Source: an optimization exercise on an open RTL-to-GDS flow (aim: small area). Production flows keep margins and buffers that such runs may drop. In this exercise RTL edits were held to simulation tests only and were not proved equivalent to the original. The clock port is modelled as an ideal driver; clocking choices that lean on that would not hold on a real chip. Power figures rest on the tool's default switching activity, not on a simulated workload.

Setup of JK:
==> flow/design.v (excerpt) <==
module display_top (
    input  logic         vclock,
    input  logic         reset,
    input  logic         vsync,       
    input  logic [10:0]  hcount,      
    input  logic [9:0]   vcount,      
    input  logic [9:0]   wave_prof,
    input  logic [9:0]   p_vpos,
    input  logic [114:0] obj_words,   
    input  logic [9:0]   score,
    input  logic [1:0]   health,
    output logic [11:0]  rgb,
    output logic [11:0]  digits       
);
    localparam int num_obj = display_pkg::num_obj;
    function automatic logic lt_c(input logic [10:0] a, input logic [10:0] c);
        logic lt;
        lt = 1'b0;
        for (int i = 0; i < 11; i++)
            lt = (~a[i] & c[i]) | (~(a[i] ^ c[i]) & lt);
        lt_c = lt;
    endfunction
    function automatic logic le(input logic [9:0] a, input logic [9:0] b);
        logic r;
        r = 1'b1;
        for (int i = 0; i < 10; i++)
            r = (~a[i] & b[i]) | (~(a[i] ^ b[i]) & r);
        le = r;
    endfunction
    function automatic logic [9:0] clamp999(input logic [9:0] b);
        logic over;
        over = (&b[9:5]) & (b[4] | b[3]);
        clamp999 = {b[9:5], b[4:3] & ~{2{over}}, b[2:0] | {3{over}}};
    endfunction
    logic                vsync_q;
    logic                frame;        
    logic                char_v;
    logic [9:0]          char_y;
    logic [num_obj-1:0]  c_v;          
    logic [num_obj-1:0]  s_v;          
    logic [10:0]         ox [num_obj];
    logic [9:0]          oy [num_obj];
    logic [1:0]          hlth;
    logic [9:0]          score_q;      
    assign frame = ~reset & ~vsync & vsync_q;
    always_ff @(posedge vclock) begin
        if (reset) begin
            vsync_q <= 1'b1;
            char_v  <= 1'b0;
            hlth    <= '0;
            score_q <= '0;
        end else begin
            vsync_q <= vsync;
            if (frame) begin
                char_v  <= 1'b1;
                hlth    <= health;
                score_q <= clamp999(score);
            end
  ...
Size in the first run: about 590 cells after synthesis.
==> module display_top, before the edit <==
module display_top (
    input  logic         vclock,
    input  logic         reset,
    input  logic         vsync,       
    input  logic [10:0]  hcount,      
    input  logic [9:0]   vcount,      
    input  logic [9:0]   wave_prof,
    input  logic [9:0]   p_vpos,
    input  logic [114:0] obj_words,   
    input  logic [9:0]   score,
    input  logic [1:0]   health,
    output logic [11:0]  rgb,
    output logic [11:0]  digits       
);
    localparam int num_obj = display_pkg::num_obj;
    function automatic logic lt_c(input logic [10:0] a, input logic [10:0] c);
        logic lt;
        lt = 1'b0;
        for (int i = 0; i < 11; i++)
            lt = (~a[i] & c[i]) | (~(a[i] ^ c[i]) & lt);
        lt_c = lt;
    endfunction
    function automatic logic le(input logic [9:0] a, input logic [9:0] b);
        logic r;
        r = 1'b1;
        for (int i = 0; i < 10; i++)
            r = (~a[i] & b[i]) | (~(a[i] ^ b[i]) & r);
        le = r;
    endfunction
    function automatic logic [9:0] clamp999(input logic [9:0] b);
        logic over;
        over = (&b[9:5]) & (b[4] | b[3]);
        clamp999 = {b[9:5], b[4:3] & ~{2{over}}, b[2:0] | {3{over}}};
    endfunction
    logic                vsync_q;
    logic                frame;        
    logic                char_v;
    logic [9:0]          char_y;
    logic [num_obj-1:0]  c_v;          
    logic [num_obj-1:0]  s_v;          
    logic [10:0]         ox [num_obj];
    logic [9:0]          oy [num_obj];
    logic [1:0]          hlth;
    logic [9:0]          score_q;      
    assign frame = ~reset & ~vsync & vsync_q;
    always_ff @(posedge vclock) begin
        if (reset) begin
            vsync_q <= 1'b1;
            char_v  <= 1'b0;
            hlth    <= '0;
            score_q <= '0;
        end else begin
            vsync_q <= vsync;
            if (frame) begin
                char_v  <= 1'b1;
                hlth    <= health;
                score_q <= clamp999(score);
            end
        end
    end
    always_ff @(posedge vclock) begin
        if (frame) begin
            for (int i = 0; i < num_obj; i++) begin
                c_v[i] <= (obj_words[23*i +: 23] != '0) && (obj_words[23*i+21 +: 2] == 2'd0);
                s_v[i] <= (obj_words[23*i+21 +: 2] == 2'd1);
            end
            char_y <= p_vpos;
            for (int i = 0; i < num_obj; i++) begin
                ox[i] <= obj_words[23*i+10 +: 11];
                oy[i] <= obj_words[23*i +: 10];
            end
        end
    end
    function automatic logic [11:0] addn(input logic [10:0] x, input logic [10:0] hn);
        logic c;
        logic [10:0] s;
        c = 1'b0;
        for (int i = 0; i < 11; i++) begin
            s[i] = x[i] ^ hn[i] ^ c;
            c    = (x[i] & hn[i]) | (x[i] & c) | (hn[i] & c);
        end
        addn = {c, s};
    endfunction
    logic [10:0]   hn;      
    logic [10:0]   vn;
    logic          char_hit;
    logic [num_obj-1:0] coll_hit, shark_hit;
    logic [11:0]   cd;
    assign hn = ~hcount;
    assign vn = ~{1'b0, vcount};
    assign cd = addn({1'b0, char_y}, vn);
    assign char_hit = char_v && !cd[11] && lt_c(~cd[10:0], 11'd40) &&
                      !lt_c(hcount, 11'd10) && lt_c(hcount, 11'd55);
    for (genvar i = 0; i < num_obj; i++) begin : g_obj
        logic [11:0] sx, sy;
        logic [10:0] dx, dy;
        assign sx = addn(ox[i], hn);
        assign sy = addn({1'b0, oy[i]}, vn);
        assign dx = ~sx[10:0];
        assign dy = ~sy[10:0];
        assign coll_hit[i]  = c_v[i] && !sx[11] && !sy[11] && (&sx[10:4]) && (|sx[3:0]) && (&sy[9:4]);
        assign shark_hit[i] = s_v[i] && !sx[11] && !sy[11] && (&sx[10:6]) && (sx[5] || (sx[4] && sx[3])) && (&sy[9:5]) && (sy[4] || (sy[3] && sy[2]));
    end
    logic [1:0] hl_next;
    logic       heart_row, heart_hit, heart_full;
    assign hl_next   = frame ? health : hlth;
    assign heart_row = !lt_c({1'b0, vcount}, 11'd20) && lt_c({1'b0, vcount}, 11'd60);
    always_comb begin
        heart_hit  = 1'b0;
        heart_full = 1'b0;
        if (!lt_c(hcount, 11'd20) && lt_c(hcount, 11'd60)) begin
            heart_hit  = heart_row;
            heart_full = hl_next != 2'd0;
        end else if (!lt_c(hcount, 11'd80) && lt_c(hcount, 11'd120)) begin
            heart_hit  = heart_row;
            heart_full = hl_next[1];
        end else if (!lt_c(hcount, 11'd140) && lt_c(hcount, 11'd180)) begin
            heart_hit  = heart_row;
            heart_full = hl_next == 2'd3;
        end
    end
    localparam logic [2:0] k_black = 3'b000;
    localparam logic [2:0] k_char  = 3'b110;
    localparam logic [2:0] k_coll  = 3'b111;
    localparam logic [2:0] k_shark = 3'b010;
    localparam logic [2:0] k_hfull = 3'b100;
    localparam logic [2:0] k_hempt = 3'b101;
    localparam logic [2:0] k_sky   = 3'b011;
    localparam logic [2:0] k_water = 3'b001;
    logic [2:0] code, c1, c2;
    always_comb begin
        if (char_hit)            code = k_char;
        else if (char_v && |coll_hit)  code = k_coll;
        else if (char_v && |shark_hit) code = k_shark;
        else if (heart_hit)      code = heart_full ? k_hfull : k_hempt;
        else if (le(vcount, wave_prof)) code = k_sky;
        else                     code = k_water;
    end
    always_ff @(posedge vclock) begin
        if (reset) begin
            c1 <= k_black;
            c2 <= k_black;
        end else begin
            c1 <= code;
            c2 <= c1;
        end
    end
    always_comb begin
        case (c2)
            k_char:  rgb = display_pkg::color_char;
            k_coll:  rgb = display_pkg::color_coll;
            k_shark: rgb = display_pkg::color_shark;
            k_hfull: rgb = display_pkg::color_heart_full;
            k_hempt: rgb = display_pkg::color_heart_empty;
            k_sky:   rgb = display_pkg::color_sky;
            k_water: rgb = display_pkg::color_water;
            default: rgb = 12'h000;
        endcase
    end
    function automatic logic [3:0] div5_step(input logic [2:0] r, input logic bit_in);
        logic       q;
        logic [2:0] n;
        q    = r[2] | (r[1] & (r[0] | bit_in));
        n[2] = (r[2] & bit_in) | (r[1] & ~r[0] & ~bit_in);
        n[1] = (r[2] & ~bit_in) | (r[0] & (~r[1] | bit_in));
        n[0] = (r[2] & ~bit_in) | (~r[2] & ~r[1] & bit_in) | (r[1] & r[0] & ~bit_in);
        div5_step = {q, n};
    endfunction
    function automatic logic [11:0] to_bcd(input logic [9:0] b);
        logic [3:0] t;
        logic [8:0] q1;    
        logic [2:0] r1;
        logic [5:0] q2;    
        logic [2:0] r2;
        r1 = 3'd0;
        for (int i = 9; i >= 1; i--) begin
            t = div5_step(r1, b[i]);
            q1[i-1] = t[3];
            r1 = t[2:0];
        end
        r2 = 3'd0;
        for (int i = 6; i >= 1; i--) begin
            t = div5_step(r2, q1[i]);
            q2[i-1] = t[3];
            r2 = t[2:0];
        end
        to_bcd = {q2[3:0], r2, q1[0], r1, b[0]};
    endfunction
    assign digits = to_bcd(score_q);
endmodule
clock: 12.5 ns
lec_check: 0
abc_area: 1
cap_margin: 20
core_margin: 2
core_utilization: 65
place_density: 0.75
slew_margin: 20
standard.sh (not shown) runs the stock make flow with config.mk's settings and CLKGATE_MAP_FILE= SYNTH_SCRIPT=/design/flow/synth_recipe.tcl, a recipe that flattens the netlist after the stock synthesis.
==> flow/flow/run.sh <==
#!/bin/bash
# The standard layout, with these changes to how it is made:
#  - ABC's area script is flow/abc_area.script (registers are untouched);
#  - after synthesis, flow/fapol.py turns full adder cells round (all inputs
#    and outputs complemented) where that saves inverters, and flow/reopt.ys
#    maps the other gates again with ABC; registers, adders and their names
#    are kept;
#  - the port buffers are sky130_fd_sc_hd__buf_1 cells;
#  - clock tree synthesis uses clkbuf_4 buffers and no dummy loads; then
#    flow/post_cts.tcl makes the buffers with slow load edges clkbuf_8.
# Each tool's output goes to a log file of its own in this folder.
set -euo pipefail
rm -rf scripts_mod
cp -r "$FLOW_HOME/scripts" scripts_mod
cp flow/abc_area.script scripts_mod/abc_area.script
export BUFFER_PORTS_ARGS="-buffer_cell sky130_fd_sc_hd__buf_1"
export CTS_ARGS="-sink_clustering_enable -repair_clock_nets -dont_use_dummy_load -buf_list {sky130_fd_sc_hd__clkbuf_4}"
export POST_CTS_TCL="$PWD/flow/post_cts.tcl"
R="$PWD/orfs/results/$FLOW_PLATFORM/display_top/base"
LIB="$FLOW_HOME/platforms/$FLOW_PLATFORM/lib/sky130_fd_sc_hd__tt_025C_1v80.lib"
bash standard.sh SCRIPTS_DIR="$PWD/scripts_mod" "$R/1_2_yosys.v" > synth.log 2>&1
cp "$R/1_2_yosys.v" synth_netlist.v
python3 flow/fapol.py synth_netlist.v fapol_netlist.v 0.3 > fapol.log 2>&1
sed "s#LIBFILE#$LIB#g" flow/reopt.ys > reopt_run.ys
yosys -q -l reopt.log reopt_run.ys > /dev/null 2>&1
# keep the new netlist only if it has the same registers, by cell and name
regs() { grep -oE 'sky130_fd_sc_hd__[a-z]*df[a-z0-9_]* +[^ (]+' "$1" | sort; }
if [[ -s reopt_netlist.v ]] && diff <(regs synth_netlist.v) <(regs reopt_netlist.v) > regs_diff.log; then
  echo "using reopt_netlist.v" >> fapol.log
  cp reopt_netlist.v "$R/1_2_yosys.v"
else
  echo "registers differ, keeping synthesis's netlist" >> fapol.log
fi
bash standard.sh SCRIPTS_DIR="$PWD/scripts_mod" finish > standard.log 2>&1
Other scripts of this flow, unchanged in this note and not shown: flow/flow/abc_area.script, flow/flow/fapol.py, flow/flow/post_cts.tcl, flow/flow/reopt.abc, flow/flow/reopt.ys
JK completed end to end with timing, DRC and antenna clean.
Changes in MS relative to JK:
--- a/flow/design.v
+++ b/flow/design.v
@@ -122,9 +122,9 @@
         logic [10:0] s;
         c = 1'b0;
         for (int i = 0; i < 11; i++) begin
             s[i] = x[i] ^ hn[i] ^ c;
-            c    = (x[i] & hn[i]) | (x[i] & c) | (hn[i] & c);
+            c    = (x[i] & hn[i]) | (c & (x[i] ^ hn[i]));
         end
         addn = {c, s};
     endfunction
     logic [10:0]   hn;      
Findings:
Compared with JK, in MS non-filler instance count after layout up 0.85%; share of cells above drive strength 1 was more or less identical; estimated wirelength of the detail-placed design higher; design area saw an increase.
Re final clock period utilization by the worst path: MS is 11 points up on JK.
From MS to JK, layout sequential cell count did not move at all.
Compared MS vs JK, and final total power is up in MS.
MS ends up with a worst hold slack that is 0.0070 ns higher than in JK.
Going from JK to MS, the number of nets produced by synthesis was found to have gone up by 8.
From JK to MS the numbers moved as follows: number of DRC markers in iteration 0 shows an increase of 22%; actual transition at the worst max-transition pin increased 0.092 ns.
Comparing MS and JK, the higher wire length of the first global-routing pass is on MS.

separate check: timing with driven ports:
No port has a modelled driver above. Below, the same layouts with a new extraction and two added sets of constraints. Step 1 sets driving cells, clkbuf_16 on the clock port and buf_2 on the other inputs (assumed; they add their load-dependent delay and slew). Step 2 also shifts input and output timing later by t, the mid clock arrival at the registers, as if the neighbouring blocks saw the same clock. a / b / c = ideal / step 1 / step 2; a / b = the first two.
run | t (ns) | setup WS [ns] | worst setup path at the end | worst slew at a driven data input, ns
JK | 0.467 | 4.193 / 4.197 / 3.730 | input to register | 0.07
MS | 0.467 | 2.870 / 2.832 / 3.299 | register to output | 0.06
After both steps setup and hold are still met in every run listed. For JK, which loses most, drivers alone change the setup slack by +0.004 ns; drivers and shift together by -0.463 ns.
